This design comes from an exercise in tuning for small area and a short achievable clock period on the open sky130 flow, not from production work. In this exercise RTL edits were held to simulation tests only and were not proved equivalent to the original.

==> flow/design.v (outline; a module is shown in full before it is edited, if it fits) <==
// module gimbal_bilinear_servo_map: 3857 lines
module gimbal_bilinear_servo_map (
  input  wire                clk,
  input  wire                rst_n,
  input  wire                start,
  output logic               busy,
  input  wire  signed [15:0] in_pitch_setpoint,
  input  wire  signed [15:0] in_yaw_setpoint,
  output logic               out_valid,
  output logic signed [14:0] out_top_angle_raw,
  output logic signed [14:0] out_bottom_angle_raw,
  output logic        [6:0]  out_top_servo_cmd,
  output logic        [6:0]  out_bottom_servo_cmd,
  input  wire                cfg_valid,
  output logic               cfg_ready,
  input  wire         [0:0]  cfg_index,
  input  wire         [15:0] cfg_data
);
  // ...
==> flow/flow/run.sh <==
#!/bin/bash
# Own layout flow: the standard flow with two changes.
#  1. Between synthesis and floorplan, polar.py removes the inverters that Yosys's
#     full-adder extraction leaves between adders, by choosing each full adder's
#     polarity (fa(~a,~b,~c) = ~fa(a,b,c)). Registers, ports and all other cells stay
#     as synthesis made them.
#  2. The port buffers that global placement inserts are buf_2 cells instead of the
#     default delay buffer.
set -euo pipefail
WORK=$(pwd)
R="$WORK/orfs/results/${FLOW_PLATFORM:-sky130hd}/gimbal_bilinear_servo_map/base"
bash standard.sh synth > "$WORK/synth.log" 2>&1
cp "$R/1_2_yosys.v" "$WORK/synth_netlist.v"
python3 "$WORK/flow/polar.py" "$WORK/synth_netlist.v" "$WORK/polar_netlist.v" > "$WORK/polar.log" 2>&1
cp "$WORK/polar_netlist.v" "$R/1_2_yosys.v"
rm -f "$R/1_synth.odb" "$R/1_synth.sdc"
export BUFFER_PORTS_ARGS="-buffer_cell sky130_fd_sc_hd__buf_2"
bash standard.sh > "$WORK/layout.log" 2>&1
==> flow/flow/polar.py <==
#!/usr/bin/env python3
"""Inverter clean-up for a flat sky130hd gate netlist written by Yosys.

The full adders that Yosys extracts often come with an inverter in front of an input or
behind an output.  A full adder with every input complemented gives complemented outputs
(fa(~a, ~b, ~c) = (~s, ~co)), so each full adder may be used in either polarity.  This script
removes all plain inverters, picks a polarity for every full adder that needs the fewest
inverters, swaps a few two-input gates for their complement (nand2/and2, nor2/or2,
xor2/xnor2) where that saves an inverter, and puts back one shared inverter per signal that
still needs its complement.  Registers, ports and every other cell are left as they are.

usage: polar.py IN.v OUT.v
"""
import re
import sys
from collections import defaultdict

LIB = 'sky130_fd_sc_hd__'
OUT_PINS = {'X', 'Y', 'Q', 'Q_N', 'SUM', 'COUT', 'HI', 'LO'}
SWAP = {'nand2_1': ('and2_1', 'X'), 'and2_1': ('nand2_1', 'Y'),
        'nor2_1': ('or2_1', 'X'), 'or2_1': ('nor2_1', 'Y'),
        'xor2_1': ('xnor2_1', 'Y'), 'xnor2_1': ('xor2_1', 'X')}
AREA = {'inv_1': 3.7536, 'nand2_1': 3.7536, 'and2_1': 6.256, 'nor2_1': 3.7536, 'or2_1': 6.256,
        'xor2_1': 8.7584, 'xnor2_1': 8.7584}
INV_COST = AREA['inv_1']


def parse(text):
    m = re.search(r'\bmodule\s+(\w+)\s*\((.*?)\);(.*)\bendmodule', text, re.S)
    name, body = m.group(1), m.group(3)
    header = text[:m.start(3)]
    cells = []
    decls = []
    assigns = []
    pos = 0
    stmt_re = re.compile(r'\s*(.*?);', re.S)
    while True:
        mm = stmt_re.match(body, pos)
        if not mm:
            break
        st = mm.group(1).strip()
        pos = mm.end()
        if not st:
            continue
        if st.startswith(LIB):
            cm = re.match(r'(\S+)\s+(\S+)\s*\((.*)\)\s*$', st, re.S)
            typ, inst, pins = cm.group(1), cm.group(2), cm.group(3)
            conns = {}
            for pm in re.finditer(r'\.(\w+)\s*\(\s*(.*?)\s*\)\s*(?:,|$)', pins, re.S):
                conns[pm.group(1)] = pm.group(2).strip()
            cells.append([typ, inst, conns])
        elif st.startswith('assign'):
            assigns.append(st)
        else:
            decls.append(st)
    return name, header, decls, assigns, cells


def norm(n):
    return n.strip()


def main():
    src, dst = sys.argv[1], sys.argv[2]
    text = open(src).read()
    name, header, decls, assigns, cells = parse(text)
    ports = set()
    for d in decls:
        if d.startswith('input') or d.startswith('output'):
            for p in re.split(r'[,\s]+', re.sub(r'^(input|output)\s*(\[[^\]]*\])?', '', d)):
                if p:
                    ports.add(p)
    frozen = set()
    for a in assigns:
        for tok in re.findall(r"(\\\S+|[A-Za-z_][\w$]*(?:\s*\[\d+\])?)", a[len('assign'):]):
            frozen.add(tok.strip())
    # drivers and loads
    driver = {}
    loads = defaultdict(list)
    for ci, (typ, inst, conns) in enumerate(cells):
        for p, n in conns.items():
            n = norm(n)
            if p in OUT_PINS:
                driver[n] = (ci, p)
            else:
                loads[n].append((ci, p))

    def base_name(n):
        return re.sub(r'\s*\[\d+\]$', '', n)

    def is_port(n):
        return base_name(n) in ports or n in ports

    def short(t):
        return t[len(LIB):] if t.startswith(LIB) else t

    # inverters that can be removed: plain inv cells whose input and output are internal
    # nets (no port, no assign)
    removable = set()
    for ci, (typ, inst, conns) in enumerate(cells):
        if short(typ).startswith('inv_') and 'A' in conns and 'Y' in conns:
            a, y = norm(conns['A']), norm(conns['Y'])
            if is_port(a) or is_port(y) or a in frozen or y in frozen:
                continue
            removable.add(ci)
    # signal classes: follow removable inverter chains back to a root net
    root = {}

    def find_root(n):
        pol = 0
        seen = 0
        while n in driver and driver[n][0] in removable:
            ci = driver[n][0]
            n = norm(cells[ci][2]['A'])
            pol ^= 1
            seen += 1
            if seen > 1000:
                raise RuntimeError('inverter loop')
        return n, pol

    # each consumer pin (not a removable inverter) needs (root, polarity)
    need = []  # (ci, pin, root, pol)
    for n, ls in loads.items():
        r, pol = find_root(n)
        for ci, p in ls:
            if ci in removable:
                continue
            need.append((ci, p, r, pol))
    # roots that are ports or frozen: no inverter removal possible there unless the port is
    # the root (an input port is a fine root, we just drive its complement with a new inverter)
    fa_cells = [ci for ci, c in enumerate(cells) if short(c[0]).startswith('fa_') and ci not in removable]
    fa_set = set(fa_cells)
    # output net of cells that are roots
    # flip[ci] for full adders; swapped[ci] for swappable gates
    flip = {ci: 0 for ci in fa_cells}
    swapped = {}
    # per root: produced polarity = flip of its driver if it is an FA output (else 0)
    root_driver = {}
    for ci, (typ, inst, conns) in enumerate(cells):
        if ci in removable:
            continue
        for p, n in conns.items():
            if p in OUT_PINS:
                root_driver[norm(n)] = (ci, p)
    # consumer requirements per root, with FA consumers flipping their need
    cons = defaultdict(list)   # root -> list of (ci, pin, pol)
    for ci, p, r, pol in need:
        cons[r].append((ci, p, pol))
    outputs_of = defaultdict(list)  # fa ci -> roots it drives
    inputs_of = defaultdict(list)   # fa ci -> roots it reads
    for r, lst in cons.items():
        for ci, p, pol in lst:
            if ci in fa_set:
                inputs_of[ci].append(r)
    for r, (ci, p) in root_driver.items():
        if ci in fa_set:
            outputs_of[ci].append(r)
    swappable_root = {}
    for r, (ci, p) in root_driver.items():
        s = short(cells[ci][0])
        if s in SWAP and r not in frozen and not is_port(r):
            swappable_root[r] = ci

    def root_cost(r):
        drv = root_driver.get(r)
        prod = flip[drv[0]] if drv and drv[0] in fa_set else 0
        wants = set()
        for ci, p, pol in cons[r]:
            w = pol ^ (flip[ci] if ci in fa_set else 0)
            wants.add(w ^ prod)   # 1: consumer needs the complement of what is produced
        if 1 not in wants:
            return 0.0
        if 0 not in wants and r in swappable_root:
            s = short(cells[swappable_root[r]][0])
            return AREA[SWAP[s][0]] - AREA[s]
        return INV_COST

    def local(ci):
        rs = set(inputs_of[ci]) | set(outputs_of[ci])
        return sum(root_cost(r) for r in rs)

    total0 = sum(root_cost(r) for r in cons)
    improved = True
    it = 0
    while improved and it < 50:
        improved = False
        it += 1
        for ci in fa_cells:
            before = local(ci)
            flip[ci] ^= 1
            after = local(ci)
            if after < before - 1e-9:
                improved = True
            else:
                flip[ci] ^= 1
    total1 = sum(root_cost(r) for r in cons)
    # rebuild
    new_cells = []
    extra_decl = []
    ninv = 0
    comp_net = {}

    def complement_net(r):
        nonlocal ninv
        if r not in comp_net:
            nn = f'_pol{ninv}_'
            ninv += 1
            extra_decl.append(f'wire {nn}')
            comp_net[r] = nn
            new_cells.append([LIB + 'inv_1', f'_polinv{ninv}_', {'A': r, 'Y': nn}])
        return comp_net[r]

    conn_override = {}  # (ci, pin) -> net
    cell_type = {}
    for r in cons:
        drv = root_driver.get(r)
        prod = flip[drv[0]] if drv and drv[0] in fa_set else 0
        wants = {}
        for ci, p, pol in cons[r]:
            w = pol ^ (flip[ci] if ci in fa_set else 0) ^ prod
            wants[(ci, p)] = w
        need_comp = any(wants.values())
        all_comp = all(wants.values())
        if need_comp and all_comp and r in swappable_root:
            sci = swappable_root[r]
            s = short(cells[sci][0])
            cell_type[sci] = SWAP[s]
            for k in wants:
                conn_override[k] = r
            continue
        for k, w in wants.items():
            conn_override[k] = complement_net(r) if w else r
    for ci, (typ, inst, conns) in enumerate(cells):
        if ci in removable:
            continue
        c2 = dict(conns)
        for p in list(c2):
            if (ci, p) in conn_override:
                c2[p] = conn_override[(ci, p)]
        if ci in cell_type:
            nt, outp = cell_type[ci]
            oldout = [p for p in c2 if p in OUT_PINS][0]
            net = c2.pop(oldout)
            c2[outp] = net
            typ = LIB + nt
        new_cells.append([typ, inst, c2])
    # output
    out = [header.rstrip() + '\n']
    for d in decls:
        out.append(f'  {d} ;\n')
    for d in extra_decl:
        out.append(f'  {d} ;\n')
    for typ, inst, conns in new_cells:
        pins = ',\n'.join(f'    .{p}({n} )' for p, n in conns.items())
        out.append(f'  {typ} {inst} (\n{pins}\n  );\n')
    for a in assigns:
        out.append(f'  {a} ;\n')
    out.append('endmodule\n')
    open(dst, 'w').write(''.join(out))
    area_inv_before = sum(1 for ci in removable) * INV_COST
    print(f'removable inverters {len(removable)} ({area_inv_before:.0f} um2); cost before flips '
          f'{total0:.0f}, after {total1:.0f}; new inverters {ninv}; swaps {len(cell_type)}; '
          f'full adders flipped {sum(flip.values())}/{len(fa_cells)}')


if __name__ == '__main__':
    main()
==> flow/standard.sh <==
#!/bin/bash
# synth_recipe.tcl (not shown) runs the flow's synth.tcl, then flattens the netlist and writes it again
# the make line also repeats each setting of config.mk as NAME=value (left out here)
make -C /OpenROAD-flow-scripts/flow DESIGN_CONFIG=/design/flow/config.mk WORK_HOME=/design/flow/orfs CLKGATE_MAP_FILE= SYNTH_SCRIPT=/design/flow/synth_recipe.tcl "${@:-finish}"
==> flow/config.mk <==
export PLATFORM = sky130hd
export DESIGN_NAME = gimbal_bilinear_servo_map
export DESIGN_NICKNAME = gimbal_bilinear_servo_map
export VERILOG_FILES = /design/flow/design.v
export SDC_FILE = /design/flow/constraint.sdc
export NUM_CORES = 4
export LEC_CHECK = 0
export ABC_AREA = 1
export CAP_MARGIN = 40
export CORE_MARGIN = 2
export CORE_UTILIZATION = 60
export CTS_BUF_LIST = sky130_fd_sc_hd__clkbuf_16
export CTS_CLUSTER_DIAMETER = 100
export CTS_CLUSTER_SIZE = 25
export PLACE_DENSITY = 0.72
export SLEW_MARGIN = 20
==> flow/constraint.sdc <==
create_clock -name core_clock -period 11.0 [get_ports {clk}]
set_input_delay 2.2000 -clock core_clock [delete_from_list [all_inputs] [get_ports {clk}]]
set_output_delay 2.2000 -clock core_clock [all_outputs]
set_load 0.01 [all_outputs]
==> reports/metrics.yaml, run 1 <==
grt:
  gr-total-overflow: 0
  busiest_layer: "met2"
  grt_pass1_vias: 27849
yosys:
  syn-cell-area_um2: 35700
  synthCells: 4265
placement:
  place_congestion: 1.04
  placed_area_um2: 36700
drt:
  drt_pass1_iterations: 6
  routed_wirelength_mm: 91.1
  vias: 28210
  met2WireLength_mm: 43.7
worst_setup_path:
  cp_slowest_stage_delay_ps: 490
  cp_num_buf_inv: 1
  path_class: "reg2reg"
  worstPathArrival_ps: 4720
timing:
  fmax_mhz: 235
  hold_slack_ps: 329
  relSlewSlack_pct: 43.6
  period_minus_slack_ps: 4250
final_layout:
  register_area_um2: 8790
  n_clock_buffer: 25
  num_antenna_cells: 0
  post-route-util_pct: 63.6
  multi_input_area_um2: 24300
  area_growth_pct: 5.02
cts:
  hold_buffers: 0
  post-cts-setup-buffers: 0
  cts_resized: 0
  cts_made_buffers: 24
  clkTransAtPathRegs_ps: 90
  h-tree-depth: 1
run_status:
  status: "finished clean"
worst_hold_path:
  holdCritStartpoint: "a_b[14]"
==> run 2, diff against run 1 <==
--- a/flow/design.v
+++ b/flow/design.v
@@ -352,54 +352,174 @@
       6'd59: mod_hi = 3'd0;
       6'd60: mod_hi = 3'd1;
       6'd61: mod_hi = 3'd2;
       6'd62: mod_hi = 3'd3;
       6'd63: mod_hi = 3'd4;
       default: mod_hi = 'x;
     endcase
   endfunction
-  function automatic logic [2:0] div5t(input logic [5:0] a);
+  function automatic logic [7:0] fhs(input logic [7:0] a);
     case (a)
-      6'd0: div5t = 3'd0;
-      6'd1: div5t = 3'd0;
-      6'd2: div5t = 3'd0;
-      6'd3: div5t = 3'd0;
-      6'd4: div5t = 3'd0;
-      6'd5: div5t = 3'd1;
-      6'd6: div5t = 3'd1;
-      6'd7: div5t = 3'd1;
-      6'd8: div5t = 3'd1;
-      6'd9: div5t = 3'd1;
-      6'd10: div5t = 3'd2;
-      6'd11: div5t = 3'd2;
-      6'd12: div5t = 3'd2;
-      6'd13: div5t = 3'd2;
-      6'd14: div5t = 3'd2;
-      6'd15: div5t = 3'd3;
-      6'd16: div5t = 3'd3;
-      6'd17: div5t = 3'd3;
-      6'd18: div5t = 3'd3;
-      6'd19: div5t = 3'd3;
-      6'd20: div5t = 3'd4;
-      6'd21: div5t = 3'd4;
-      6'd22: div5t = 3'd4;
-      6'd23: div5t = 3'd4;
-      6'd24: div5t = 3'd4;
-      6'd25: div5t = 3'd5;
-      6'd26: div5t = 3'd5;
-      6'd27: div5t = 3'd5;
-      6'd28: div5t = 3'd5;
-      6'd29: div5t = 3'd5;
-      6'd30: div5t = 3'd6;
-      6'd31: div5t = 3'd6;
-      6'd32: div5t = 3'd6;
-      6'd33: div5t = 3'd6;
-      6'd34: div5t = 3'd6;
-      default: div5t = 'x;
+      8'd0: fhs = 8'd0;
+      8'd1: fhs = 8'd51;
+      8'd2: fhs = 8'd102;
+      8'd3: fhs = 8'd153;
+      8'd4: fhs = 8'd204;
+      8'd8: fhs = 8'd0;
+      8'd9: fhs = 8'd51;
+      8'd10: fhs = 8'd102;
+      8'd11: fhs = 8'd153;
+      8'd12: fhs = 8'd205;
+      8'd16: fhs = 8'd0;
+      8'd17: fhs = 8'd51;
+      8'd18: fhs = 8'd102;
+      8'd19: fhs = 8'd154;
+      8'd20: fhs = 8'd205;
+      8'd24: fhs = 8'd0;
+      8'd25: fhs = 8'd51;
+      8'd26: fhs = 8'd103;
+      8'd27: fhs = 8'd154;
+      8'd28: fhs = 8'd205;
+      8'd32: fhs = 8'd0;
+      8'd33: fhs = 8'd52;
+      8'd34: fhs = 8'd103;
+      8'd35: fhs = 8'd154;
+      8'd36: fhs = 8'd205;
+      8'd40: fhs = 8'd1;
+      8'd41: fhs = 8'd52;
+      8'd42: fhs = 8'd103;
+      8'd43: fhs = 8'd154;
+      8'd44: fhs = 8'd205;
+      8'd48: fhs = 8'd1;
+      8'd49: fhs = 8'd52;
+      8'd50: fhs = 8'd103;
+      8'd51: fhs = 8'd154;
+      8'd52: fhs = 8'd206;
+      8'd56: fhs = 8'd1;
+      8'd57: fhs = 8'd52;
+      8'd58: fhs = 8'd103;
+      8'd59: fhs = 8'd155;
+      8'd60: fhs = 8'd206;
+      8'd64: fhs = 8'd1;
+      8'd65: fhs = 8'd52;
+      8'd66: fhs = 8'd104;
+      8'd67: fhs = 8'd155;
+      8'd68: fhs = 8'd206;
+      8'd72: fhs = 8'd1;
+      8'd73: fhs = 8'd53;
+      8'd74: fhs = 8'd104;
+      8'd75: fhs = 8'd155;
+      8'd76: fhs = 8'd206;
+      8'd80: fhs = 8'd2;
+      8'd81: fhs = 8'd53;
+      8'd82: fhs = 8'd104;
+      8'd83: fhs = 8'd155;
+      8'd84: fhs = 8'd206;
+      8'd88: fhs = 8'd2;
+      8'd89: fhs = 8'd53;
+      8'd90: fhs = 8'd104;
+      8'd91: fhs = 8'd155;
+      8'd92: fhs = 8'd207;
+      8'd96: fhs = 8'd2;
+      8'd97: fhs = 8'd53;
+      8'd98: fhs = 8'd104;
+      8'd99: fhs = 8'd156;
+      8'd100: fhs = 8'd207;
+      8'd104: fhs = 8'd2;
+      8'd105: fhs = 8'd53;
+      8'd106: fhs = 8'd105;
+      8'd107: fhs = 8'd156;
+      8'd108: fhs = 8'd207;
+      8'd112: fhs = 8'd2;
+      8'd113: fhs = 8'd54;
+      8'd114: fhs = 8'd105;
+      8'd115: fhs = 8'd156;
+      8'd116: fhs = 8'd207;
+      8'd120: fhs = 8'd3;
+      8'd121: fhs = 8'd54;
+      8'd122: fhs = 8'd105;
+      8'd123: fhs = 8'd156;
+      8'd124: fhs = 8'd207;
+      8'd128: fhs = 8'd3;
+      8'd129: fhs = 8'd54;
+      8'd130: fhs = 8'd105;
+      8'd131: fhs = 8'd156;
+      8'd132: fhs = 8'd208;
+      8'd136: fhs = 8'd3;
+      8'd137: fhs = 8'd54;
+      8'd138: fhs = 8'd105;
+      8'd139: fhs = 8'd157;
+      8'd140: fhs = 8'd208;
+      8'd144: fhs = 8'd3;
+      8'd145: fhs = 8'd54;
+      8'd146: fhs = 8'd106;
+      8'd147: fhs = 8'd157;
+      8'd148: fhs = 8'd208;
+      8'd152: fhs = 8'd3;
+      8'd153: fhs = 8'd55;
+      8'd154: fhs = 8'd106;
+      8'd155: fhs = 8'd157;
+      8'd156: fhs = 8'd208;
+      8'd160: fhs = 8'd4;
+      8'd161: fhs = 8'd55;
+      8'd162: fhs = 8'd106;
+      8'd163: fhs = 8'd157;
+      8'd164: fhs = 8'd208;
+      8'd168: fhs = 8'd4;
+      8'd169: fhs = 8'd55;
+      8'd170: fhs = 8'd106;
+      8'd171: fhs = 8'd157;
+      8'd172: fhs = 8'd209;
+      8'd176: fhs = 8'd4;
+      8'd177: fhs = 8'd55;
+      8'd178: fhs = 8'd106;
+      8'd179: fhs = 8'd158;
+      8'd180: fhs = 8'd209;
+      8'd184: fhs = 8'd4;
+      8'd185: fhs = 8'd55;
+      8'd186: fhs = 8'd107;
+      8'd187: fhs = 8'd158;
+      8'd188: fhs = 8'd209;
+      8'd192: fhs = 8'd4;
+      8'd193: fhs = 8'd56;
+      8'd194: fhs = 8'd107;
+      8'd195: fhs = 8'd158;
+      8'd196: fhs = 8'd209;
+      8'd200: fhs = 8'd5;
+      8'd201: fhs = 8'd56;
+      8'd202: fhs = 8'd107;
+      8'd203: fhs = 8'd158;
+      8'd204: fhs = 8'd209;
+      8'd208: fhs = 8'd5;
+      8'd209: fhs = 8'd56;
+      8'd210: fhs = 8'd107;
+      8'd211: fhs = 8'd158;
+      8'd212: fhs = 8'd210;
+      8'd216: fhs = 8'd5;
+      8'd217: fhs = 8'd56;
+      8'd218: fhs = 8'd107;
+      8'd219: fhs = 8'd159;
+      8'd220: fhs = 8'd210;
+      8'd224: fhs = 8'd5;
+      8'd225: fhs = 8'd56;
+      8'd226: fhs = 8'd108;
+      8'd227: fhs = 8'd159;
+      8'd228: fhs = 8'd210;
+      8'd232: fhs = 8'd5;
+      8'd233: fhs = 8'd57;
+      8'd234: fhs = 8'd108;
+      8'd235: fhs = 8'd159;
+      8'd236: fhs = 8'd210;
+      8'd240: fhs = 8'd6;
+      8'd241: fhs = 8'd57;
+      8'd242: fhs = 8'd108;
+      8'd243: fhs = 8'd159;
+      8'd244: fhs = 8'd210;
+      default: fhs = 'x;
     endcase
   endfunction
   function automatic logic [7:0] fold_hi(input logic [5:0] a);
     case (a)
       6'd0: fold_hi = 8'd75;
       6'd1: fold_hi = 8'd75;
       6'd2: fold_hi = 8'd75;
       6'd3: fold_hi = 8'd75;
@@ -438,26 +558,16 @@
       6'd59: fold_hi = 8'd52;
       6'd60: fold_hi = 8'd52;
       6'd61: fold_hi = 8'd52;
       6'd62: fold_hi = 8'd52;
       6'd63: fold_hi = 8'd52;
       default: fold_hi = 'x;
     endcase
   endfunction
-  function automatic logic [7:0] x51(input logic [2:0] a);
-    case (a)
-      3'd0: x51 = 8'd0;
-      3'd1: x51 = 8'd51;
-      3'd2: x51 = 8'd102;
-      3'd3: x51 = 8'd153;
-      3'd4: x51 = 8'd204;
-      default: x51 = 'x;
-    endcase
-  endfunction
   function automatic logic [6:0] to_cmd(input logic signed [17:0] s);
     if (s < 18'sd15360)       to_cmd = 7'd60;
     else if (s >= 18'sd30976) to_cmd = 7'd120;
     else                      to_cmd = s[14:8];
   endfunction
   logic busy_r;
   always_ff @(posedge clk) busy_r <= ~rst_n;
   assign busy      = busy_r;
@@ -481,60 +591,24 @@
   logic lo_p, hi_p, cl_p;
   assign lo_p = in_pitch_setpoint < -16'sd5120;
   assign hi_p = in_pitch_setpoint > 16'sd5120;
   assign cl_p = lo_p | hi_p;
   logic [3:0] i_p;
   always_ff @(posedge clk) i_p <= lo_p ? 4'd0 : hi_p ? 4'd8 : idx_hi(in_pitch_setpoint[13:8]);
   logic [2:0] hm_p;
   always_ff @(posedge clk) hm_p <= cl_p ? 3'd0 : mod_hi(in_pitch_setpoint[13:8]);
-  logic [3:0] la_p;
-  always_ff @(posedge clk) la_p <= cl_p ? 4'd0 : in_pitch_setpoint[7:4];
+  logic [5:0] la3_p;
+  always_ff @(posedge clk) la3_p <= cl_p ? 6'd0 : 6'(in_pitch_setpoint[7:4]) + 6'({in_pitch_setpoint[7:4], 1'b0});
   logic [4:0] ls_p;
   always_ff @(posedge clk) ls_p <= cl_p ? 5'd0 : 5'(in_pitch_setpoint[7:4]) + 5'(in_pitch_setpoint[3:0]);
-  logic [5:0] t_p;
-  logic [7:0] x51_p;
-  logic [2:0] ft_p;
-  logic up_s0;
-  logic up_c1;
-  logic up_s2;
-  logic up_c3;
-  logic up_s4;
-  logic up_c5;
-  logic up_s6;
-  logic up_c7;
-  logic up_s8;
-  logic up_c9;
-  logic up_s10;
-  logic up_c11;
-  logic up_s12;
-  logic up_c13;
-  logic up_s14;
-  logic up_c15;
+  logic [7:0] fh_p;
   logic [7:0] fs_p;
-  assign t_p = 6'(ls_p) + 6'(hm_p);
-  assign x51_p = x51(hm_p);
-  assign ft_p = div5t(t_p);
-  assign up_s0 = ft_p[1] ^ la_p[0];
-  assign up_c1 = ft_p[1] & la_p[0];
-  assign up_s2 = ft_p[2] ^ la_p[1] ^ la_p[2];
-  assign up_c3 = (ft_p[2] & la_p[1]) | (ft_p[2] & la_p[2]) | (la_p[1] & la_p[2]);
-  assign up_s4 = la_p[2] ^ la_p[3];
-  assign up_c5 = la_p[2] & la_p[3];
-  assign up_s6 = ft_p[0] ^ la_p[0];
-  assign up_c7 = ft_p[0] & la_p[0];
-  assign up_s8 = la_p[1] ^ x51_p[1] ^ up_s0;
-  assign up_c9 = (la_p[1] & x51_p[1]) | (la_p[1] & up_s0) | (x51_p[1] & up_s0);
-  assign up_s10 = x51_p[2] ^ up_s2 ^ up_c1;
-  assign up_c11 = (x51_p[2] & up_s2) | (x51_p[2] & up_c1) | (up_s2 & up_c1);
-  assign up_s12 = x51_p[3] ^ up_s4 ^ up_c3;
-  assign up_c13 = (x51_p[3] & up_s4) | (x51_p[3] & up_c3) | (up_s4 & up_c3);
-  assign up_s14 = la_p[3] ^ x51_p[4] ^ up_c5;
-  assign up_c15 = (la_p[3] & x51_p[4]) | (la_p[3] & up_c5) | (x51_p[4] & up_c5);
-  assign fs_p = {x51_p[7], x51_p[6], up_c15, up_c13, up_c11, up_c9, up_c7, up_s6} + {1'b0, 1'b0, x51_p[5], up_s14, up_s12, up_s10, up_s8, x51_p[0]};
+  assign fh_p = fhs({ls_p, hm_p});
+  assign fs_p = fh_p + 8'(la3_p);
   logic [7:0] f_p;
   always_ff @(posedge clk) f_p <= fs_p;
   logic [3:0] ic_p;
   assign ic_p = i_p;
   logic lo_y, hi_y, cl_y;
   assign lo_y = in_yaw_setpoint < -16'sd5120;
   assign hi_y = in_yaw_setpoint > 16'sd5120;
   assign cl_y = lo_y | hi_y;
@@ -542,60 +616,24 @@
   always_ff @(posedge clk) i_y <= lo_y ? 4'd0 : hi_y ? 4'd8 : idx_hi(in_yaw_setpoint[13:8]);
   logic [2:0] hm_y;
   always_ff @(posedge clk) hm_y <= cl_y ? 3'd0 : mod_hi(in_yaw_setpoint[13:8]);
   logic [7:0] fy;
   always_ff @(posedge clk) fy <= lo_y ? 8'd1 : hi_y ? 8'h81 : fold_hi(in_yaw_setpoint[13:8]);
   logic fy_m1, fy_m2;
   logic [2:0] fy_r1, fy_r2;
   assign {fy_m1, fy_r1, fy_m2, fy_r2} = fy;
-  logic [3:0] la_y;
-  always_ff @(posedge clk) la_y <= cl_y ? 4'd0 : in_yaw_setpoint[7:4];
+  logic [5:0] la3_y;
+  always_ff @(posedge clk) la3_y <= cl_y ? 6'd0 : 6'(in_yaw_setpoint[7:4]) + 6'({in_yaw_setpoint[7:4], 1'b0});
   logic [4:0] ls_y;
   always_ff @(posedge clk) ls_y <= cl_y ? 5'd0 : 5'(in_yaw_setpoint[7:4]) + 5'(in_yaw_setpoint[3:0]);
-  logic [5:0] t_y;
-  logic [7:0] x51_y;
-  logic [2:0] ft_y;
-  logic uy_s0;
-  logic uy_c1;
-  logic uy_s2;
-  logic uy_c3;
-  logic uy_s4;
-  logic uy_c5;
-  logic uy_s6;
-  logic uy_c7;
-  logic uy_s8;
-  logic uy_c9;
-  logic uy_s10;
-  logic uy_c11;
-  logic uy_s12;
-  logic uy_c13;
-  logic uy_s14;
-  logic uy_c15;
+  logic [7:0] fh_y;
   logic [7:0] fs_y;
-  assign t_y = 6'(ls_y) + 6'(hm_y);
-  assign x51_y = x51(hm_y);
-  assign ft_y = div5t(t_y);
-  assign uy_s0 = ft_y[1] ^ la_y[0];
-  assign uy_c1 = ft_y[1] & la_y[0];
-  assign uy_s2 = ft_y[2] ^ la_y[1] ^ la_y[2];
-  assign uy_c3 = (ft_y[2] & la_y[1]) | (ft_y[2] & la_y[2]) | (la_y[1] & la_y[2]);
-  assign uy_s4 = la_y[2] ^ la_y[3];
-  assign uy_c5 = la_y[2] & la_y[3];
-  assign uy_s6 = ft_y[0] ^ la_y[0];
-  assign uy_c7 = ft_y[0] & la_y[0];
-  assign uy_s8 = la_y[1] ^ x51_y[1] ^ uy_s0;
-  assign uy_c9 = (la_y[1] & x51_y[1]) | (la_y[1] & uy_s0) | (x51_y[1] & uy_s0);
-  assign uy_s10 = x51_y[2] ^ uy_s2 ^ uy_c1;
-  assign uy_c11 = (x51_y[2] & uy_s2) | (x51_y[2] & uy_c1) | (uy_s2 & uy_c1);
-  assign uy_s12 = x51_y[3] ^ uy_s4 ^ uy_c3;
-  assign uy_c13 = (x51_y[3] & uy_s4) | (x51_y[3] & uy_c3) | (uy_s4 & uy_c3);
-  assign uy_s14 = la_y[3] ^ x51_y[4] ^ uy_c5;
-  assign uy_c15 = (la_y[3] & x51_y[4]) | (la_y[3] & uy_c5) | (x51_y[4] & uy_c5);
-  assign fs_y = {x51_y[7], x51_y[6], uy_c15, uy_c13, uy_c11, uy_c9, uy_c7, uy_s6} + {1'b0, 1'b0, x51_y[5], uy_s14, uy_s12, uy_s10, uy_s8, x51_y[0]};
+  assign fh_y = fhs({ls_y, hm_y});
+  assign fs_y = fh_y + 8'(la3_y);
   logic [7:0] f_y;
   always_ff @(posedge clk) f_y <= fs_y;
   logic [3:0] ic_y;
   assign ic_y = i_y;
   logic [7:0] yf3;
   always_ff @(posedge clk) yf3 <= f_y;
   logic [7:0] yf4;
   always_ff @(posedge clk) yf4 <= yf3;
@@ -1939,17 +1977,16 @@
   logic qt_c236;
   logic qt_s237;
   logic qt_c238;
   logic qt_s239;
   logic qt_c240;
   logic qt_s241;
   logic qt_s242;
   logic qt_s243;
-  logic qt_s244;
   assign qt_p0 = yf4[0] & d_t[0];
   assign qt_p1 = yf4[0] & d_t[1];
   assign qt_p2 = yf4[0] & d_t[2];
   assign qt_p3 = yf4[0] & d_t[3];
   assign qt_p4 = yf4[0] & d_t[4];
   assign qt_p5 = yf4[0] & d_t[5];
   assign qt_p6 = yf4[0] & d_t[6];
   assign qt_p7 = yf4[0] & d_t[7];
@@ -2185,21 +2222,20 @@
   assign qt_c236 = (a_t[8] & qt_s215) | (a_t[8] & qt_c214) | (qt_s215 & qt_c214);
   assign qt_s237 = a_t[9] ^ qt_s217 ^ qt_c216;
   assign qt_c238 = (a_t[9] & qt_s217) | (a_t[9] & qt_c216) | (qt_s217 & qt_c216);
   assign qt_s239 = a_t[10] ^ qt_c218;
   assign qt_c240 = a_t[10] & qt_c218;
   assign qt_s241 = ~a_t[11];
   assign qt_s242 = ~a_t[12];
   assign qt_s243 = ~a_t[13];
-  assign qt_s244 = ~a_t[14];
   logic [14:0] va_t;
   always_ff @(posedge clk) va_t <= {a_t[13], a_t[12], a_t[11], qt_c240, qt_c238, qt_c236, qt_c234, qt_c232, qt_c230, qt_c228, qt_c226, qt_c224, qt_c222, qt_c220, qt_s219};
   logic [14:0] vb_t;
-  always_ff @(posedge clk) vb_t <= {qt_s244, qt_s243, qt_s242, qt_s241, qt_s239, qt_s237, qt_s235, qt_s233, qt_s231, qt_s229, qt_s227, qt_s225, qt_s223, qt_s221, qt_s200};
+  always_ff @(posedge clk) vb_t <= {~a_t[14], qt_s243, qt_s242, qt_s241, qt_s239, qt_s237, qt_s235, qt_s233, qt_s231, qt_s229, qt_s227, qt_s225, qt_s223, qt_s221, qt_s200};
   logic [0:0] ql_t;
   always_ff @(posedge clk) ql_t <= {lcq_t[8]};
   logic vt_s0;
   logic vt_c1;
   logic vt_s2;
   logic vt_c3;
   logic vt_s4;
   logic vt_c5;
@@ -2223,16 +2259,79 @@
   logic vt_c23;
   logic vt_s24;
   logic vt_c25;
   logic vt_s26;
   logic vt_c27;
   logic vt_s28;
   logic vt_c29;
   logic [14:0] v_t;
+  logic vt_s30;
+  logic vt_c31;
+  logic vt_s32;
+  logic vt_c33;
+  logic vt_s34;
+  logic vt_c35;
+  logic vt_s36;
+  logic vt_c37;
+  logic vt_s38;
+  logic vt_c39;
+  logic vt_s40;
+  logic vt_c41;
+  logic vt_s42;
+  logic vt_c43;
+  logic vt_s44;
+  logic vt_c45;
+  logic vt_s46;
+  logic vt_c47;
+  logic vt_s48;
+  logic vt_c49;
+  logic vt_s50;
+  logic vt_c51;
+  logic vt_s52;
+  logic vt_c53;
+  logic vt_s54;
+  logic vt_c55;
+  logic vt_s56;
+  logic vt_c57;
+  logic vt_s58;
+  logic vt_c59;
+  logic vt_s60;
+  logic vt_c61;
+  logic vt_s62;
+  logic vt_c63;
+  logic vt_s64;
+  logic vt_c65;
+  logic vt_s66;
+  logic vt_c67;
+  logic vt_s68;
+  logic vt_c69;
+  logic vt_s70;
+  logic vt_c71;
+  logic vt_s72;
+  logic vt_c73;
+  logic vt_s74;
+  logic vt_c75;
+  logic vt_s76;
+  logic vt_c77;
+  logic vt_s78;
+  logic vt_c79;
+  logic vt_s80;
+  logic vt_c81;
+  logic vt_s82;
+  logic vt_c83;
+  logic vt_s84;
+  logic vt_c85;
+  logic vt_s86;
+  logic vt_c87;
+  logic vt_s88;
+  logic vt_c89;
+  logic vt_s90;
+  logic vt_c91;
+  logic [17:0] cs_t;
   assign vt_s0 = ~ql_t[0] ^ vb_t[0];
   assign vt_c1 = ~ql_t[0] & vb_t[0];
   assign vt_s2 = vb_t[1] ^ va_t[1];
   assign vt_c3 = vb_t[1] & va_t[1];
   assign vt_s4 = vb_t[2] ^ va_t[2];
   assign vt_c5 = vb_t[2] & va_t[2];
   assign vt_s6 = vb_t[3] ^ va_t[3];
   assign vt_c7 = vb_t[3] & va_t[3];
@@ -2254,18 +2353,79 @@
   assign vt_c23 = vb_t[11] & va_t[11];
   assign vt_s24 = vb_t[12] ^ va_t[12];
   assign vt_c25 = vb_t[12] & va_t[12];
   assign vt_s26 = vb_t[13] ^ va_t[13];
   assign vt_c27 = vb_t[13] & va_t[13];
   assign vt_s28 = vb_t[14] ^ va_t[14];
   assign vt_c29 = vb_t[14] & va_t[14];
   assign v_t = {vt_c27, vt_c25, vt_c23, vt_c21, vt_c19, vt_c17, vt_c15, vt_c13, vt_c11, vt_c9, vt_c7, vt_c5, vt_c3, vt_c1, vt_s0} + {vt_s28, vt_s26, vt_s24, vt_s22, vt_s20, vt_s18, vt_s16, vt_s14, vt_s12, vt_s10, vt_s8, vt_s6, vt_s4, vt_s2, va_t[0]};
-  logic signed [17:0] cs_t;
-  assign cs_t = 18'($signed(v_t)) + 18'($signed({2'b0, pitch_ofs_r}));
+  assign vt_s30 = ~ql_t[0] ^ vb_t[0];
+  assign vt_c31 = ~ql_t[0] & vb_t[0];
+  assign vt_s32 = vb_t[1] ^ va_t[1];
+  assign vt_c33 = vb_t[1] & va_t[1];
+  assign vt_s34 = vb_t[2] ^ va_t[2];
+  assign vt_c35 = vb_t[2] & va_t[2];
+  assign vt_s36 = vb_t[3] ^ va_t[3];
+  assign vt_c37 = vb_t[3] & va_t[3];
+  assign vt_s38 = vb_t[4] ^ va_t[4];
+  assign vt_c39 = vb_t[4] & va_t[4];
+  assign vt_s40 = vb_t[5] ^ va_t[5];
+  assign vt_c41 = vb_t[5] & va_t[5];
+  assign vt_s42 = vb_t[6] ^ va_t[6];
+  assign vt_c43 = vb_t[6] & va_t[6];
+  assign vt_s44 = vb_t[7] ^ va_t[7];
+  assign vt_c45 = vb_t[7] & va_t[7];
+  assign vt_s46 = vb_t[8] ^ va_t[8];
+  assign vt_c47 = vb_t[8] & va_t[8];
+  assign vt_s48 = vb_t[9] ^ va_t[9];
+  assign vt_c49 = vb_t[9] & va_t[9];
+  assign vt_s50 = vb_t[10] ^ va_t[10];
+  assign vt_c51 = vb_t[10] & va_t[10];
+  assign vt_s52 = vb_t[11] ^ va_t[11];
+  assign vt_c53 = vb_t[11] & va_t[11];
+  assign vt_s54 = vb_t[12] ^ va_t[12];
+  assign vt_c55 = vb_t[12] & va_t[12];
+  assign vt_s56 = vb_t[13] ^ va_t[13];
+  assign vt_c57 = vb_t[13] & va_t[13];
+  assign vt_s58 = vb_t[14] ^ va_t[14];
+  assign vt_c59 = vb_t[14] & va_t[14];
+  assign vt_s60 = va_t[0] ^ pitch_ofs_r[0];
+  assign vt_c61 = va_t[0] & pitch_ofs_r[0];
+  assign vt_s62 = pitch_ofs_r[1] ^ vt_s32 ^ vt_c31;
+  assign vt_c63 = (pitch_ofs_r[1] & vt_s32) | (pitch_ofs_r[1] & vt_c31) | (vt_s32 & vt_c31);
+  assign vt_s64 = pitch_ofs_r[2] ^ vt_s34 ^ vt_c33;
+  assign vt_c65 = (pitch_ofs_r[2] & vt_s34) | (pitch_ofs_r[2] & vt_c33) | (vt_s34 & vt_c33);
+  assign vt_s66 = pitch_ofs_r[3] ^ vt_s36 ^ vt_c35;
+  assign vt_c67 = (pitch_ofs_r[3] & vt_s36) | (pitch_ofs_r[3] & vt_c35) | (vt_s36 & vt_c35);
+  assign vt_s68 = pitch_ofs_r[4] ^ vt_s38 ^ vt_c37;
+  assign vt_c69 = (pitch_ofs_r[4] & vt_s38) | (pitch_ofs_r[4] & vt_c37) | (vt_s38 & vt_c37);
+  assign vt_s70 = pitch_ofs_r[5] ^ vt_s40 ^ vt_c39;
+  assign vt_c71 = (pitch_ofs_r[5] & vt_s40) | (pitch_ofs_r[5] & vt_c39) | (vt_s40 & vt_c39);
+  assign vt_s72 = pitch_ofs_r[6] ^ vt_s42 ^ vt_c41;
+  assign vt_c73 = (pitch_ofs_r[6] & vt_s42) | (pitch_ofs_r[6] & vt_c41) | (vt_s42 & vt_c41);
+  assign vt_s74 = pitch_ofs_r[7] ^ vt_s44 ^ vt_c43;
+  assign vt_c75 = (pitch_ofs_r[7] & vt_s44) | (pitch_ofs_r[7] & vt_c43) | (vt_s44 & vt_c43);
+  assign vt_s76 = pitch_ofs_r[8] ^ vt_s46 ^ vt_c45;
+  assign vt_c77 = (pitch_ofs_r[8] & vt_s46) | (pitch_ofs_r[8] & vt_c45) | (vt_s46 & vt_c45);
+  assign vt_s78 = pitch_ofs_r[9] ^ vt_s48 ^ vt_c47;
+  assign vt_c79 = (pitch_ofs_r[9] & vt_s48) | (pitch_ofs_r[9] & vt_c47) | (vt_s48 & vt_c47);
+  assign vt_s80 = pitch_ofs_r[10] ^ vt_s50 ^ vt_c49;
+  assign vt_c81 = (pitch_ofs_r[10] & vt_s50) | (pitch_ofs_r[10] & vt_c49) | (vt_s50 & vt_c49);
+  assign vt_s82 = pitch_ofs_r[11] ^ vt_s52 ^ vt_c51;
+  assign vt_c83 = (pitch_ofs_r[11] & vt_s52) | (pitch_ofs_r[11] & vt_c51) | (vt_s52 & vt_c51);
+  assign vt_s84 = pitch_ofs_r[12] ^ vt_s54 ^ vt_c53;
+  assign vt_c85 = (pitch_ofs_r[12] & vt_s54) | (pitch_ofs_r[12] & vt_c53) | (vt_s54 & vt_c53);
+  assign vt_s86 = pitch_ofs_r[13] ^ vt_s56 ^ vt_c55;
+  assign vt_c87 = (pitch_ofs_r[13] & vt_s56) | (pitch_ofs_r[13] & vt_c55) | (vt_s56 & vt_c55);
+  assign vt_s88 = pitch_ofs_r[14] ^ vt_s58 ^ vt_c57;
+  assign vt_c89 = (pitch_ofs_r[14] & vt_s58) | (pitch_ofs_r[14] & vt_c57) | (vt_s58 & vt_c57);
+  assign vt_s90 = ~(pitch_ofs_r[15] ^ vt_c59);
+  assign vt_c91 = pitch_ofs_r[15] | vt_c59;
+  assign cs_t = {1'b1, vt_c91, vt_c89, vt_c87, vt_c85, vt_c83, vt_c81, vt_c79, vt_c77, vt_c75, vt_c73, vt_c71, vt_c69, vt_c67, vt_c65, vt_c63, vt_c61, vt_s60} + {1'b0, 1'b1, vt_s90, vt_s88, vt_s86, vt_s84, vt_s82, vt_s80, vt_s78, vt_s76, vt_s74, vt_s72, vt_s70, vt_s68, vt_s66, vt_s64, vt_s62, vt_s30};
   logic [9:0] dh1_b_v;
   always_ff @(posedge clk) dh1_b_v <= dh1_b(a_dh1);
   logic [9:0] dh2_b_v;
   always_ff @(posedge clk) dh2_b_v <= dh1_b(a_dh2);
   logic [14:0] g_b_3;
   always_ff @(posedge clk) g_b_3 <= g_b(a_g) ^ {15{mg}};
   logic [9:0] nd_b_3;
   always_ff @(posedge clk) nd_b_3 <= nd_b(a_nd);
@@ -3785,17 +3945,17 @@
   assign qb_c213 = (qb_s194 & qb_c193) | (qb_s194 & a_b[6]) | (qb_c193 & a_b[6]);
   assign qb_s214 = qb_s196 ^ qb_c195 ^ a_b[7];
   assign qb_c215 = (qb_s196 & qb_c195) | (qb_s196 & a_b[7]) | (qb_c195 & a_b[7]);
   assign qb_s216 = qb_s198 ^ qb_c197 ^ a_b[8];
   assign qb_c217 = (qb_s198 & qb_c197) | (qb_s198 & a_b[8]) | (qb_c197 & a_b[8]);
   assign qb_s218 = yf4[7] ^ qb_c199 ^ a_b[9];
   assign qb_c219 = (yf4[7] & qb_c199) | (yf4[7] & a_b[9]) | (qb_c199 & a_b[9]);
   logic [14:0] va_b;
-  always_ff @(posedge clk) va_b <= {a_b[14], a_b[13], a_b[12], a_b[11], qb_c219, qb_c217, qb_c215, qb_c213, qb_c211, qb_c209, qb_c207, qb_c205, qb_c203, qb_c201, qb_s200};
+  always_ff @(posedge clk) va_b <= {~a_b[14], a_b[13], a_b[12], a_b[11], qb_c219, qb_c217, qb_c215, qb_c213, qb_c211, qb_c209, qb_c207, qb_c205, qb_c203, qb_c201, qb_s200};
   logic [10:0] vb_b;
   always_ff @(posedge clk) vb_b <= {a_b[10], qb_s218, qb_s216, qb_s214, qb_s212, qb_s210, qb_s208, qb_s206, qb_s204, qb_s202, a_b[0]};
   logic [0:0] ql_b;
   always_ff @(posedge clk) ql_b <= {lcq_b[8]};
   logic vb_s0;
   logic vb_c1;
   logic vb_s2;
   logic vb_c3;
@@ -3813,16 +3973,74 @@
   logic vb_c15;
   logic vb_s16;
   logic vb_c17;
   logic vb_s18;
   logic vb_c19;
   logic vb_s20;
   logic vb_c21;
   logic [14:0] v_b;
+  logic vb_s22;
+  logic vb_s23;
+  logic vb_c24;
+  logic vb_s25;
+  logic vb_c26;
+  logic vb_s27;
+  logic vb_c28;
+  logic vb_s29;
+  logic vb_c30;
+  logic vb_s31;
+  logic vb_c32;
+  logic vb_s33;
+  logic vb_c34;
+  logic vb_s35;
+  logic vb_c36;
+  logic vb_s37;
+  logic vb_c38;
+  logic vb_s39;
+  logic vb_c40;
+  logic vb_s41;
+  logic vb_c42;
+  logic vb_s43;
+  logic vb_c44;
+  logic vb_s45;
+  logic vb_s46;
+  logic vb_s47;
+  logic vb_s48;
+  logic vb_c49;
+  logic vb_s50;
+  logic vb_c51;
+  logic vb_s52;
+  logic vb_c53;
+  logic vb_s54;
+  logic vb_c55;
+  logic vb_s56;
+  logic vb_c57;
+  logic vb_s58;
+  logic vb_c59;
+  logic vb_s60;
+  logic vb_c61;
+  logic vb_s62;
+  logic vb_c63;
+  logic vb_s64;
+  logic vb_c65;
+  logic vb_s66;
+  logic vb_c67;
+  logic vb_s68;
+  logic vb_c69;
+  logic vb_s70;
+  logic vb_c71;
+  logic vb_s72;
+  logic vb_c73;
+  logic vb_s74;
+  logic vb_c75;
+  logic vb_s76;
+  logic vb_c77;
+  logic vb_s78;
+  logic [17:0] cs_b;
   assign vb_s0 = ql_b[0] ^ vb_b[0];
   assign vb_c1 = ql_b[0] & vb_b[0];
   assign vb_s2 = vb_b[1] ^ va_b[1];
   assign vb_c3 = vb_b[1] & va_b[1];
   assign vb_s4 = vb_b[2] ^ va_b[2];
   assign vb_c5 = vb_b[2] & va_b[2];
   assign vb_s6 = vb_b[3] ^ va_b[3];
   assign vb_c7 = vb_b[3] & va_b[3];
@@ -3835,19 +4053,75 @@
   assign vb_s14 = vb_b[7] ^ va_b[7];
   assign vb_c15 = vb_b[7] & va_b[7];
   assign vb_s16 = vb_b[8] ^ va_b[8];
   assign vb_c17 = vb_b[8] & va_b[8];
   assign vb_s18 = vb_b[9] ^ va_b[9];
   assign vb_c19 = vb_b[9] & va_b[9];
   assign vb_s20 = vb_b[10] ^ va_b[10];
   assign vb_c21 = vb_b[10] & va_b[10];
-  assign v_b = {va_b[14], va_b[13], va_b[12], vb_c21, vb_c19, vb_c17, vb_c15, vb_c13, vb_c11, vb_c9, vb_c7, vb_c5, vb_c3, vb_c1, vb_s0} + {1'b0, 1'b0, 1'b0, va_b[11], vb_s20, vb_s18, vb_s16, vb_s14, vb_s12, vb_s10, vb_s8, vb_s6, vb_s4, vb_s2, va_b[0]};
-  logic signed [17:0] cs_b;
-  assign cs_b = 18'($signed({2'b0, yaw_ofs_r})) - 18'($signed(v_b));
+  assign v_b = {va_b[14], va_b[13], va_b[12], vb_c21, vb_c19, vb_c17, vb_c15, vb_c13, vb_c11, vb_c9, vb_c7, vb_c5, vb_c3, vb_c1, vb_s0} + {1'b1, 1'b0, 1'b0, va_b[11], vb_s20, vb_s18, vb_s16, vb_s14, vb_s12, vb_s10, vb_s8, vb_s6, vb_s4, vb_s2, va_b[0]};
+  assign vb_s22 = ~~ql_b[0];
+  assign vb_s23 = ~vb_b[0] ^ ~va_b[0];
+  assign vb_c24 = ~vb_b[0] & ~va_b[0];
+  assign vb_s25 = ~vb_b[1] ^ ~va_b[1] ^ yaw_ofs_r[1];
+  assign vb_c26 = (~vb_b[1] & ~va_b[1]) | (~vb_b[1] & yaw_ofs_r[1]) | (~va_b[1] & yaw_ofs_r[1]);
+  assign vb_s27 = ~vb_b[2] ^ ~va_b[2];
+  assign vb_c28 = ~vb_b[2] & ~va_b[2];
+  assign vb_s29 = ~vb_b[3] ^ ~va_b[3];
+  assign vb_c30 = ~vb_b[3] & ~va_b[3];
+  assign vb_s31 = ~vb_b[4] ^ ~va_b[4];
+  assign vb_c32 = ~vb_b[4] & ~va_b[4];
+  assign vb_s33 = ~vb_b[5] ^ ~va_b[5];
+  assign vb_c34 = ~vb_b[5] & ~va_b[5];
+  assign vb_s35 = ~vb_b[6] ^ ~va_b[6];
+  assign vb_c36 = ~vb_b[6] & ~va_b[6];
+  assign vb_s37 = ~vb_b[7] ^ ~va_b[7];
+  assign vb_c38 = ~vb_b[7] & ~va_b[7];
+  assign vb_s39 = ~vb_b[8] ^ ~va_b[8];
+  assign vb_c40 = ~vb_b[8] & ~va_b[8];
+  assign vb_s41 = ~vb_b[9] ^ ~va_b[9];
+  assign vb_c42 = ~vb_b[9] & ~va_b[9];
+  assign vb_s43 = ~vb_b[10] ^ ~va_b[10];
+  assign vb_c44 = ~vb_b[10] & ~va_b[10];
+  assign vb_s45 = ~~va_b[11];
+  assign vb_s46 = ~~va_b[12];
+  assign vb_s47 = ~~va_b[13];
+  assign vb_s48 = yaw_ofs_r[0] ^ vb_s22;
+  assign vb_c49 = yaw_ofs_r[0] & vb_s22;
+  assign vb_s50 = ~ql_b[0] ^ vb_s25 ^ vb_c24;
+  assign vb_c51 = (~ql_b[0] & vb_s25) | (~ql_b[0] & vb_c24) | (vb_s25 & vb_c24);
+  assign vb_s52 = yaw_ofs_r[2] ^ vb_s27 ^ vb_c26;
+  assign vb_c53 = (yaw_ofs_r[2] & vb_s27) | (yaw_ofs_r[2] & vb_c26) | (vb_s27 & vb_c26);
+  assign vb_s54 = yaw_ofs_r[3] ^ vb_s29 ^ vb_c28;
+  assign vb_c55 = (yaw_ofs_r[3] & vb_s29) | (yaw_ofs_r[3] & vb_c28) | (vb_s29 & vb_c28);
+  assign vb_s56 = yaw_ofs_r[4] ^ vb_s31 ^ vb_c30;
+  assign vb_c57 = (yaw_ofs_r[4] & vb_s31) | (yaw_ofs_r[4] & vb_c30) | (vb_s31 & vb_c30);
+  assign vb_s58 = yaw_ofs_r[5] ^ vb_s33 ^ vb_c32;
+  assign vb_c59 = (yaw_ofs_r[5] & vb_s33) | (yaw_ofs_r[5] & vb_c32) | (vb_s33 & vb_c32);
+  assign vb_s60 = yaw_ofs_r[6] ^ vb_s35 ^ vb_c34;
+  assign vb_c61 = (yaw_ofs_r[6] & vb_s35) | (yaw_ofs_r[6] & vb_c34) | (vb_s35 & vb_c34);
+  assign vb_s62 = yaw_ofs_r[7] ^ vb_s37 ^ vb_c36;
+  assign vb_c63 = (yaw_ofs_r[7] & vb_s37) | (yaw_ofs_r[7] & vb_c36) | (vb_s37 & vb_c36);
+  assign vb_s64 = yaw_ofs_r[8] ^ vb_s39 ^ vb_c38;
+  assign vb_c65 = (yaw_ofs_r[8] & vb_s39) | (yaw_ofs_r[8] & vb_c38) | (vb_s39 & vb_c38);
+  assign vb_s66 = yaw_ofs_r[9] ^ vb_s41 ^ vb_c40;
+  assign vb_c67 = (yaw_ofs_r[9] & vb_s41) | (yaw_ofs_r[9] & vb_c40) | (vb_s41 & vb_c40);
+  assign vb_s68 = yaw_ofs_r[10] ^ vb_s43 ^ vb_c42;
+  assign vb_c69 = (yaw_ofs_r[10] & vb_s43) | (yaw_ofs_r[10] & vb_c42) | (vb_s43 & vb_c42);
+  assign vb_s70 = yaw_ofs_r[11] ^ vb_s45 ^ vb_c44;
+  assign vb_c71 = (yaw_ofs_r[11] & vb_s45) | (yaw_ofs_r[11] & vb_c44) | (vb_s45 & vb_c44);
+  assign vb_s72 = yaw_ofs_r[12] ^ vb_s46 ^ ~va_b[11];
+  assign vb_c73 = (yaw_ofs_r[12] & vb_s46) | (yaw_ofs_r[12] & ~va_b[11]) | (vb_s46 & ~va_b[11]);
+  assign vb_s74 = yaw_ofs_r[13] ^ vb_s47 ^ ~va_b[12];
+  assign vb_c75 = (yaw_ofs_r[13] & vb_s47) | (yaw_ofs_r[13] & ~va_b[12]) | (vb_s47 & ~va_b[12]);
+  assign vb_s76 = ~va_b[14] ^ yaw_ofs_r[14] ^ ~va_b[13];
+  assign vb_c77 = (~va_b[14] & yaw_ofs_r[14]) | (~va_b[14] & ~va_b[13]) | (yaw_ofs_r[14] & ~va_b[13]);
+  assign vb_s78 = ~yaw_ofs_r[15];
+  assign cs_b = {1'b1, yaw_ofs_r[15], vb_c77, vb_c75, vb_c73, vb_c71, vb_c69, vb_c67, vb_c65, vb_c63, vb_c61, vb_c59, vb_c57, vb_c55, vb_c53, vb_c51, vb_c49, vb_s48} + {1'b0, 1'b1, vb_s78, vb_s76, vb_s74, vb_s72, vb_s70, vb_s68, vb_s66, vb_s64, vb_s62, vb_s60, vb_s58, vb_s56, vb_s54, vb_s52, vb_s50, vb_s23};
   logic signed [14:0] o_vt;
   always_ff @(posedge clk) o_vt <= v_t;
   logic signed [14:0] o_vb;
   always_ff @(posedge clk) o_vb <= v_b;
   logic [6:0] o_ct;
   always_ff @(posedge clk) o_ct <= to_cmd(cs_t);
   logic [6:0] o_cb;
   always_ff @(posedge clk) o_cb <= to_cmd(cs_b);
==> run 2 against run 1 <==
Against the previous run: still clean; synthesized cell count rose by 1.5%; worst setup slack improved by 270 ps; first-iteration DRC count increased by 19%; count of clock-buffer cells in the layout down 2; sequential cell count is 4 higher; routed wire length rose by 3.8%; critical endpoint is now p1l_t.
==> reports/metrics.yaml, run 2 <==
worst_setup_path:
  worstPathArrival_ps: 4440  # -280 ps
  cp-start-kind: "register"
  cpLargestDelayFamily: "adder cells"
  crit_top_cell: "fa_1"
  cp_max_fo: 20
  cp_slowest_stage_delay_ps: 850  # +360 ps
  required_ps: 11470
  cp_num_buf_inv: 2  # +1
  regToRegEndpoint: "p1l_t"
  endpoint_kind: "register"
  path_class: "reg2reg"
  crit_chain: "buf_4, nand2_1, fa_1, inv_1, fa_1, fa_1, fa_1, ha_1, a21oi_1, o21ai_0"
  r2r-start: "f_p[7]"
  r2r_cells: 10
  reg2reg_slack_ps: 7030
  critical_path.slowest_cell: "dfxtp_1"
die:
  die_w_um: 251
  start_util_pct: 60.7
  die_h_um: 251
  die_area_um2: 63200
  core_area_um2: 60500
  pin_count: 100
  rows: 90
timing:
  worstMarginPinSlew_ps: 913
  period_minus_slack_ps: 3970  # -273 ps
  finalMaxSlewViolations: 0
  setup_viol: 0
  timing.final.crit_share_pct: 36.1
  hold_violations: 0
  hold_slack_ps: 332  # +3.34 ps
  relSlewSlack_pct: 38.6  # -5.1 points
  finClkSkew_ps: 24.3
  setup_ws_ps: 7030
  tns_ps: 0
  grt_setup_unrepaired: "no"
  fmax_mhz: 252  # +6.9%
grt:
  grt_max_degree: 42
  antenna_found_initial: 0
  grt_first_pass_wirelength_mm: 153
  grtUsageTotal_pct: 30.4
  grt_pass1_vias: 28955  # +4.0%
  gr-total-overflow: 0  # unchanged
yosys:
  synth_fp_nets: 5186
  syn-cell-area_um2: 36700  # +2.9%
  syn_avg_cell_area_um2: 8.48
  yosys_warnings: 1
  synthCells: 4330  # +1.5%
placement:
  numPlacedInstances: 5072
  port_buffers: 98
  dp_hpwl_mm: 76.1
  post-place-ws_ps: 6820
  place_congestion: 1.00  # -3.1%
final_layout:
  finalNonFillerCells: 5107
  final_cell_mix: "nand2_1, inv_1, dfxtp_1, fa_1, ha_1"
  final.fill_count: 5298
  top_regs: "pitch_ofs_r: 16 flops, yaw_ofs_r: 16 flops"
  fin_nets: 5173
  area_growth_pct: 4.56
  layout_commonest_cell: "nand2_1"
  num_antenna_cells: 0  # unchanged
  drive_gt1_share_pct: 4.05
drt:
  drcViolationCount: 0
  drt_pass1_iterations: 6  # unchanged
  final_antenna_net_count: 0
  dr.first_iter.drc_count: 2252
  routed_wirelength_mm: 94.6  # +3.8%
  wl_per_cell_um: 18.5
  routed_via_density: 5.67
  vias: 28935  # +2.6%
cts:
  hold_buffers: 0  # unchanged
  cts_buffer_depth: 3
  cts_made_buffers: 23  # -4.2%
  worstSkewPairLatency_ps: 600
  cts.sinks: 443
  post-cts-setup-buffers: 0  # unchanged
  cts_resized: 0  # unchanged
  root_buffer: "clkbuf_16"
  h-tree-depth: 1  # unchanged
  cts_tree: "yes"
  clkTransAtPathRegs_ps: 100  # about the same
flow_run:
  max_cap_violations: 0
worst_hold_path:
  hold_depth: 0
  holdCritStartpoint: "yf3[6]"
  worstHoldEndpoint: "yf4[6]"
  hp-class: "reg2reg"
run_status:
  status: "finished clean"
## run 2: how the worst max path moves through the flow
stage                                   from  endpoint  slack (ps)  cells past startpoint
after floorplan                       f_p[5]     p1l_b        7150                     13
after global placement    in_yaw_setpoint[5]     fy[0]        6870                     10
after detailed placement  in_yaw_setpoint[5]     fy[6]        6820                      9
after CTS                             yf4[5]   vb_t[3]        6980                      7
after global routing                  f_p[7]     p1l_t        6800                     10
final                                 f_p[7]     p1l_t        7030                     10
## run 2: layer usage
layer	wire, um	vias up	track usage (%)
li1	-	13799	-
met1	40700	13885	40.5
met2	44700	1031	51.3
met3	4840	220	2.70
met4	4320	0	12.0
met5	0	-	0
## run 2: cell type report
cell class,count,area (um2),share of cell area (%)
clock buffers,23,576,1.50
clock inverters,10,85.1,0.222
inverters,567,2130,5.55
multi-input cells,3163,25100,65.3
flip-flops and latches,443,8870,23.1
well taps,782,978,2.55
repair buffers,119,676,1.76
## run 2: worst reg2reg max path, cell delays in order (launching register included)
cell and delay [ps]:
dfxtp_1 850, buf_4 390, nand2_1 120, fa_1 490
inv_1 50, fa_1 520, fa_1 440, fa_1 490
ha_1 300, a21oi_1 120, o21ai_0 90
## run 2: through the flow
| step | utilization, % | cell area, um2 |
|---|---|---|
| 6_report | 63.5 | 38400 |
| 2_1_floorplan | - | 36700 |
| 3_5_place_dp | 62.3 | 37700 |
| 4_1_cts | 63.4 | 38400 |
| 5_1_grt | 63.5 | 38400 |
| 3_3_place_gp | 62.3 | 37600 |

==> static timing again, ports no longer ideal <==
No port has a modelled driver above. Below, the same layouts with a new extraction and two added sets of constraints.
Step 1: set_driving_cell puts a clkbuf_16 on clk and a buf_2 on each other input, an assumption about the parent block.
Step 2 moves the port delays by t, midway between the first and last clock arrival at a register: inputs arrive t later, outputs are due t later. That takes back most of the time a late clock gives input paths.
Three values: no drivers, after step 1, after step 2; two values: the first two.
run | t, ns | setup slack, ns | worst setup path at the end | latest minus earliest clock arrival (ns) | pins driven straight from the clock port
run 1 | 0.655 | 6.754 / 6.754 / 6.754 | register to register | 0.032 / 0.032 | 1
run 2 | 0.653 | 7.026 / 7.026 / 6.792 | input to register | 0.025 / 0.026 | 1
After both steps setup and hold are still met in every run listed. For run 2, which loses most, drivers alone change the setup slack by 0.000 ns; drivers and shift together by -0.234 ns.
